Source: an optimization exercise on an open RTL-to-GDS flow (aim: small area). Production flows keep margins and buffers that such runs may drop.
Power is estimated from default activity; no workload was simulated.

== build 68 ==
==> flow/design.v <==
`default_nettype none
package dipsc_pkg;
    localparam int SAMPLE_WIDTH       = 16;
    localparam int GAIN_FRACTION_BITS = 14;
    localparam int GAIN_WIDTH         = 16;
    localparam int ERR_WIDTH   = SAMPLE_WIDTH + 1;
    localparam int LIMIT_WIDTH = SAMPLE_WIDTH - 1;
    localparam int PROD_WIDTH  = ERR_WIDTH + GAIN_WIDTH;
    localparam int FB_WIDTH    = SAMPLE_WIDTH + GAIN_FRACTION_BITS;
    localparam int ACC_WIDTH   = ((PROD_WIDTH > FB_WIDTH) ? PROD_WIDTH : FB_WIDTH) + 2;
    localparam int SHIFT_WIDTH = ACC_WIDTH - GAIN_FRACTION_BITS;
    localparam int CFG_INDEX_WIDTH = 3;
    localparam int CFG_DATA_WIDTH  = (GAIN_WIDTH > SAMPLE_WIDTH) ? GAIN_WIDTH : SAMPLE_WIDTH;
    localparam int IN_FIELDS_WIDTH  = 1 + 2 * SAMPLE_WIDTH;
    localparam int IN_DATA_WIDTH    = ((IN_FIELDS_WIDTH + 7) / 8) * 8;
    localparam int OUT_FIELDS_WIDTH = 2 * SAMPLE_WIDTH + 2 * ERR_WIDTH;
    localparam int OUT_DATA_WIDTH   = ((OUT_FIELDS_WIDTH + 7) / 8) * 8;
    localparam logic [CFG_INDEX_WIDTH-1:0] REG_REFERENCE_SPEED = 3'd0;
    localparam logic [CFG_INDEX_WIDTH-1:0] REG_VOLTAGE_LIMIT   = 3'd1;
    localparam logic [CFG_INDEX_WIDTH-1:0] REG_GAIN_NOW_A      = 3'd2;
    localparam logic [CFG_INDEX_WIDTH-1:0] REG_GAIN_PREV_A     = 3'd3;
    localparam logic [CFG_INDEX_WIDTH-1:0] REG_GAIN_NOW_B      = 3'd4;
    localparam logic [CFG_INDEX_WIDTH-1:0] REG_GAIN_PREV_B     = 3'd5;
    localparam logic signed [SAMPLE_WIDTH-1:0] RESET_REFERENCE_SPEED = 16'sd2560;
    localparam logic        [LIMIT_WIDTH-1:0]  RESET_VOLTAGE_LIMIT   = 15'd3072;
    localparam logic signed [GAIN_WIDTH-1:0]   RESET_GAIN_NOW_A      = 16'sd10476;
    localparam logic signed [GAIN_WIDTH-1:0]   RESET_GAIN_PREV_A     = -16'sd9667;
    localparam logic signed [GAIN_WIDTH-1:0]   RESET_GAIN_NOW_B      = 16'sd10210;
    localparam logic signed [GAIN_WIDTH-1:0]   RESET_GAIN_PREV_B     = -16'sd9421;
endpackage
`default_nettype wire
`default_nettype none
module dual_incremental_pi_speed_control (
    input  wire         aclk,
    input  wire         aresetn,
    input  wire         cfg_wr_en,
    input  wire  [2:0]  cfg_index,
    input  wire  [15:0] cfg_wr_data,
    input  wire         s_tvalid,
    output logic        s_tready,
    input  wire  [39:0] s_tdata,
    output logic        m_tvalid,
    input  wire         m_tready,
    output logic [71:0] m_tdata
);
    logic [15:0] ref_r;
    logic [14:0] lim_r;
    logic [15:0] gna_r, gpa_r, gnb_r, gpb_r;
    logic [15:0] wd0, wd1;
    assign wd0 = cfg_wr_data & {16{aresetn}};
    assign wd1 = cfg_wr_data | {16{~aresetn}};
    function automatic logic [15:0] pick(input logic [15:0] rv,
                                         input logic [15:0] d0,
                                         input logic [15:0] d1);
        pick = (rv & d1) | (~rv & d0);
    endfunction
    logic ld_ref, ld_lim, ld_gna, ld_gpa, ld_gnb, ld_gpb;
    assign ld_ref = ~aresetn | (cfg_wr_en & (cfg_index == 3'd0));
    assign ld_lim = ~aresetn | (cfg_wr_en & (cfg_index == 3'd1));
    assign ld_gna = ~aresetn | (cfg_wr_en & (cfg_index == 3'd2));
    assign ld_gpa = ~aresetn | (cfg_wr_en & (cfg_index == 3'd3));
    assign ld_gnb = ~aresetn | (cfg_wr_en & (cfg_index == 3'd4));
    assign ld_gpb = ~aresetn | (cfg_wr_en & (cfg_index == 3'd5));
    logic [15:0] lim_w;
    assign lim_w = pick(16'd3072, wd0, wd1);
    always_ff @(posedge aclk) begin
        if (ld_ref) ref_r <= pick(16'd2560, wd0, wd1);
        if (ld_lim) lim_r <= lim_w[14:0];
        if (ld_gna) gna_r <= pick(16'd10476, wd0, wd1);
        if (ld_gpa) gpa_r <= pick(16'hDA3D, wd0, wd1);    
        if (ld_gnb) gnb_r <= pick(16'd10210, wd0, wd1);
        if (ld_gpb) gpb_r <= pick(16'hDB33, wd0, wd1);    
    end
    logic [16:0] ea_r, eb_r;
    logic [15:0] ua_r, ub_r;
    logic        en_last, en_cur;
    assign m_tdata = {6'b0, eb_r, ea_r, ub_r, ua_r};
    logic       run;
    logic       wsel;      
    logic [4:0] k;         
    logic       start, st_prod, st_add, st_clamp, finish;
    assign start    = ~run & s_tvalid & (~m_tvalid | m_tready);
    assign st_add   = (k == 5'd17);
    assign st_clamp = (k == 5'd18);
    assign st_prod  = ~st_add & ~st_clamp;
    assign finish   = run & wsel & st_clamp;
    assign s_tready = run & wsel & (k == 5'd16);
    always_ff @(posedge aclk) begin
        if (!aresetn) begin
            run      <= 1'b0;
            m_tvalid <= 1'b0;
            en_last  <= 1'b0;
        end else begin
            if (m_tready) m_tvalid <= 1'b0;
            if (start) run <= 1'b1;
            if (finish) begin
                run      <= 1'b0;
                m_tvalid <= 1'b1;
                en_last  <= en_cur;
            end
        end
    end
    always_ff @(posedge aclk) begin
        if (start) en_cur <= s_tdata[0];
        if (start | st_clamp) wsel <= ~start;
        k <= (start | st_clamp) ? 5'd0 : k + 5'd1;
    end
    logic        ref_bit, spd_bit, sc_in, sc_r, e_bit;
    logic [16:0] e_cur;
    logic [15:0] u_cur;
    always_comb begin
        if (k[4]) begin
            ref_bit = ref_r[15];
            spd_bit = wsel ? s_tdata[32] : s_tdata[16];
        end else begin
            ref_bit = ref_r[k[3:0]];
            spd_bit = wsel ? s_tdata[17 + k[3:0]] : s_tdata[1 + k[3:0]];
        end
    end
    assign sc_in = (k == 5'd0) ? 1'b1 : sc_r;
    assign e_bit = ref_bit ^ ~spd_bit ^ sc_in;
    always_ff @(posedge aclk) begin
        sc_r <= (ref_bit & ~spd_bit) | (ref_bit & sc_in) | (~spd_bit & sc_in);
    end
    assign e_cur = wsel ? eb_r : ea_r;
    assign u_cur = wsel ? ub_r : ua_r;
    logic [16:0] win;
    logic [2:0]  ext;
    logic        clip_r, sgn_r;
    logic        ba, bb, na, nb, ca, cb;
    logic [15:0] ra, rb;
    logic [17:0] s1, s2, hop;
    logic        do_clip;
    assign do_clip = clip_r & en_cur;
    logic ga_a, ga_b, ga_l, gb_a, gb_b, gb_ua, gb_ub;
    assign ba    = st_prod & e_cur[0] & en_last;
    assign bb    = st_prod & e_bit;
    assign ga_a  = ba & ~wsel;
    assign ga_b  = ba &  wsel;
    assign ga_l  = st_clamp & do_clip;
    assign gb_a  = bb & ~wsel;
    assign gb_b  = bb &  wsel;
    assign gb_ua = st_add & en_last & ~wsel;
    assign gb_ub = st_add & en_last &  wsel;
    assign na = st_clamp ? (do_clip & sgn_r) : (k == 5'd16);
    assign nb = (k == 5'd16);
    assign ra = ((gpa_r & {16{ga_a}}) | (gpb_r & {16{ga_b}}) |
                 ({4'd0, lim_r[14:3]} & {16{ga_l}})) ^ {16{na}};
    assign rb = ((gna_r & {16{gb_a}}) | (gnb_r & {16{gb_b}}) |
                 ({{3{ua_r[15]}}, ua_r[15:3]} & {16{gb_ua}}) |
                 ({{3{ub_r[15]}}, ub_r[15:3]} & {16{gb_ub}})) ^ {16{nb}};
    always_comb begin
        ca = 1'b0;
        if (k == 5'd14) ca = u_cur[0] & en_last;
        if (k == 5'd15) ca = u_cur[1] & en_last;
        if (k == 5'd16) ca = u_cur[2] & en_last;
        if (st_clamp)   ca = do_clip & sgn_r & (lim_r[2:0] == 3'd0);
    end
    assign cb  = st_add;
    assign hop = ((k == 5'd0) | st_clamp) ? 18'd0 : {win[16], win};
    logic [17:0] ea_x, eb_x;
    logic [18:0] c1, c2;
    assign ea_x = {{2{ra[15]}}, ra};
    assign eb_x = {{2{rb[15]}}, rb};
    assign c1[0] = ca;
    assign c2[0] = cb;
    for (genvar i = 0; i < 18; i++) begin : g_add
        assign s1[i]   = hop[i] ^ ea_x[i] ^ c1[i];
        assign c1[i+1] = (hop[i] & ea_x[i]) | (hop[i] & c1[i]) | (ea_x[i] & c1[i]);
        assign s2[i]   = s1[i] ^ eb_x[i] ^ c2[i];
        assign c2[i+1] = (s1[i] & eb_x[i]) | (s1[i] & c2[i]) | (eb_x[i] & c2[i]);
    end
    always_ff @(posedge aclk) begin
        win <= s2[17:1];
        ext <= {s2[0], ext[2:1]};
    end
    logic [19:0] u_pre;
    logic        u_sgn, u_big;
    logic [14:0] u_m;
    logic [15:0] cc;
    assign u_pre = {s2[16:0], ext};
    assign u_sgn = u_pre[19];
    assign u_big = u_pre[18:15] != {4{u_sgn}};
    assign u_m   = u_pre[14:0] ^ {15{u_sgn}};
    assign cc[0] = u_sgn;
    for (genvar i = 0; i < 15; i++) begin : g_cmp
        assign cc[i+1] = (u_m[i] & ~lim_r[i]) | (u_m[i] & cc[i]) | (~lim_r[i] & cc[i]);
    end
    always_ff @(posedge aclk) begin
        clip_r <= u_big | cc[15];
        sgn_r  <= u_sgn;
    end
    logic [2:0] low3, lneg3;
    assign lneg3 = {lim_r[2] ^ (lim_r[1] | lim_r[0]), lim_r[1] ^ lim_r[0], lim_r[0]};
    assign low3  = do_clip ? (sgn_r ? lneg3 : lim_r[2:0]) : 3'd0;
    logic        ld_u;
    logic [15:0] u_new;
    assign ld_u  = run & (st_add | (st_clamp & (do_clip | ~en_cur)));
    assign u_new = {s2[12:0], st_add ? ext : low3};
    always_ff @(posedge aclk) begin
        if (run & st_prod & ~wsel) ea_r <= {e_bit, ea_r[16:1]};
        if (run & st_prod &  wsel) eb_r <= {e_bit, eb_r[16:1]};
        if (ld_u & ~wsel) ua_r <= u_new;
        if (ld_u &  wsel) ub_r <= u_new;
    end
endmodule
`default_nettype wire
export LEC_CHECK = 0
export CAP_MARGIN = 20
export CORE_MARGIN = 2
export CORE_UTILIZATION = 70
export SLEW_MARGIN = 20
create_clock -name core_clock -period 20.0 [get_ports {aclk}]
standard.sh (not shown) runs the stock make flow with config.mk's settings and CLKGATE_MAP_FILE= SYNTH_SCRIPT=/design/flow/synth_recipe.tcl, a recipe that flattens the netlist after the stock synthesis.
==> flow/flow/run.sh <==
#!/bin/bash
export BUFFER_PORTS_ARGS="-buffer_cell sky130_fd_sc_hd__buf_1"
export CTS_ARGS="-sink_clustering_enable -repair_clock_nets -dont_use_dummy_load -buf_list sky130_fd_sc_hd__clkbuf_8"
bash standard.sh > standard.log 2>&1
Build 68 was carried through to the last stage, and its layout satisfied the timing, design-rule and antenna checks.
Inputs modified between build 68 and build 83:
--- a/flow/design.v
+++ b/flow/design.v
@@ -108,5 +108,5 @@
     logic        ref_bit, spd_bit, sc_in, sc_r, e_bit;
     logic [16:0] e_cur;
-    logic [15:0] u_cur;
+    logic [15:0] u_cur, gp, gn;
     always_comb begin
         if (k[4]) begin
@@ -125,7 +125,10 @@
     assign e_cur = wsel ? eb_r : ea_r;
     assign u_cur = wsel ? ub_r : ua_r;
+    assign gp    = wsel ? gpb_r : gpa_r;
+    assign gn    = wsel ? gnb_r : gna_r;
     logic [16:0] win;
     logic [2:0]  ext;
     logic        clip_r, sgn_r;
+    logic [15:0] xa, xb;
     logic        ba, bb, na, nb, ca, cb;
     logic [15:0] ra, rb;
@@ -133,21 +136,14 @@
     logic        do_clip;
     assign do_clip = clip_r & en_cur;
-    logic ga_a, ga_b, ga_l, gb_a, gb_b, gb_ua, gb_ub;
-    assign ba    = st_prod & e_cur[0] & en_last;
-    assign bb    = st_prod & e_bit;
-    assign ga_a  = ba & ~wsel;
-    assign ga_b  = ba &  wsel;
-    assign ga_l  = st_clamp & do_clip;
-    assign gb_a  = bb & ~wsel;
-    assign gb_b  = bb &  wsel;
-    assign gb_ua = st_add & en_last & ~wsel;
-    assign gb_ub = st_add & en_last &  wsel;
+    logic u_s, cmp_n;
+    assign xa = st_add ? {{3{u_cur[15]}}, u_cur[15:3]} :
+                st_clamp ? {4'd0, lim_r[14:3]} : gp;
+    assign ba = st_add ? en_last : st_clamp ? do_clip : (st_prod & e_cur[0] & en_last);
     assign na = st_clamp ? (do_clip & sgn_r) : (k == 5'd16);
-    assign nb = (k == 5'd16);
-    assign ra = ((gpa_r & {16{ga_a}}) | (gpb_r & {16{ga_b}}) |
-                 ({4'd0, lim_r[14:3]} & {16{ga_l}})) ^ {16{na}};
-    assign rb = ((gna_r & {16{gb_a}}) | (gnb_r & {16{gb_b}}) |
-                 ({{3{ua_r[15]}}, ua_r[15:3]} & {16{gb_ua}}) |
-                 ({{3{ub_r[15]}}, ub_r[15:3]} & {16{gb_ub}})) ^ {16{nb}};
+    assign xb = st_add ? {4'd0, lim_r[14:3]} : gn;
+    assign bb = st_add | (st_prod & e_bit);
+    assign nb = st_add ? ~u_s : (k == 5'd16);
+    assign ra = (xa & {16{ba}}) ^ {16{na}};
+    assign rb = (xb & {16{bb}}) ^ {16{nb}};
     always_comb begin
         ca = 1'b0;
@@ -155,7 +151,8 @@
         if (k == 5'd15) ca = u_cur[1] & en_last;
         if (k == 5'd16) ca = u_cur[2] & en_last;
+        if (st_add)     ca = 1'b1;
         if (st_clamp)   ca = do_clip & sgn_r & (lim_r[2:0] == 3'd0);
     end
-    assign cb  = st_add;
+    assign cb  = st_add & cmp_n;
     assign hop = ((k == 5'd0) | st_clamp) ? 18'd0 : {win[16], win};
     logic [17:0] ea_x, eb_x;
@@ -175,19 +172,12 @@
         ext <= {s2[0], ext[2:1]};
     end
-    logic [19:0] u_pre;
-    logic        u_sgn, u_big;
-    logic [14:0] u_m;
-    logic [15:0] cc;
-    assign u_pre = {s2[16:0], ext};
-    assign u_sgn = u_pre[19];
-    assign u_big = u_pre[18:15] != {4{u_sgn}};
-    assign u_m   = u_pre[14:0] ^ {15{u_sgn}};
-    assign cc[0] = u_sgn;
-    for (genvar i = 0; i < 15; i++) begin : g_cmp
-        assign cc[i+1] = (u_m[i] & ~lim_r[i]) | (u_m[i] & cc[i]) | (~lim_r[i] & cc[i]);
-    end
+    logic [2:0] lx;
+    assign u_s   = s1[17];
+    assign lx    = lim_r[2:0] ^ {3{~u_s}};
+    assign cmp_n = (ext[2] & lx[2]) | ((ext[2] | lx[2]) &
+                   ((ext[1] & lx[1]) | ((ext[1] | lx[1]) & ext[0] & lx[0])));
     always_ff @(posedge aclk) begin
-        clip_r <= u_big | cc[15];
-        sgn_r  <= u_sgn;
+        clip_r <= ~(s2[17] ^ u_s);
+        sgn_r  <= u_s;
     end
     logic [2:0] low3, lneg3;
@@ -197,5 +187,5 @@
     logic [15:0] u_new;
     assign ld_u  = run & (st_add | (st_clamp & (do_clip | ~en_cur)));
-    assign u_new = {s2[12:0], st_add ? ext : low3};
+    assign u_new = {s1[12:0], st_add ? ext : low3};
     always_ff @(posedge aclk) begin
         if (run & st_prod & ~wsel) ea_r <= {e_bit, ea_r[16:1]};
==> summary.txt <==
- Compared with build 68, build 83 shows power that has gone down by more than 10%.
- Number of global-route vias before repair in build 83 is 14% above build 68.
- Slew at the pin closest to its max-slew limit in build 83 vs build 68: down 0.063 ns
- Sort build 68 and build 83 by area of the die desc -> top: build 83
- Comparing build 68 and build 83, die height is lower on build 68.
- Build 83 — shortest clock period the worst path allows after layout 3.37 ns higher, build 68 as reference
- Build 83: sequential area share after synthesis is 1.7 points lower than what build 68 reported.
- Per the comparison of build 83 with build 68, count of non-CTS buffers in the layout moved up; multiplexer fraction of the synthesized cell area moved up.
No functional check of the RTL was part of any run of this note.

[static timing again, ports no longer ideal]
In the flow no input, the clock included, has a driving cell. The finished layouts below were timed again as built, in two steps.
Step 1, drivers: a clkbuf_16 drives aclk and a buf_2 each remaining input, both assumed.
Step 2, shift: input delay + t, output delay - t, t = (earliest + latest rising clock arrival at the registers) / 2. This alone moves slack from input paths to output paths.
a / b / c = ideal ports / drivers / drivers and shift; a / b = the first two.
| run | t, ns | setup slack, ns | slew at the worst register clock pin (ns) |
|---|---|---|---|
| build 68 | 0.480 | 4.283 / 4.295 / 3.815 | 0.09 / 0.09 |
| build 83 | 0.481 | 0.909 / 0.909 / 0.909 | 0.10 / 0.10 |
After both steps setup and hold are still met in every run listed. For build 68, which loses most, drivers alone change the setup slack by +0.012 ns; drivers and shift together by -0.468 ns.
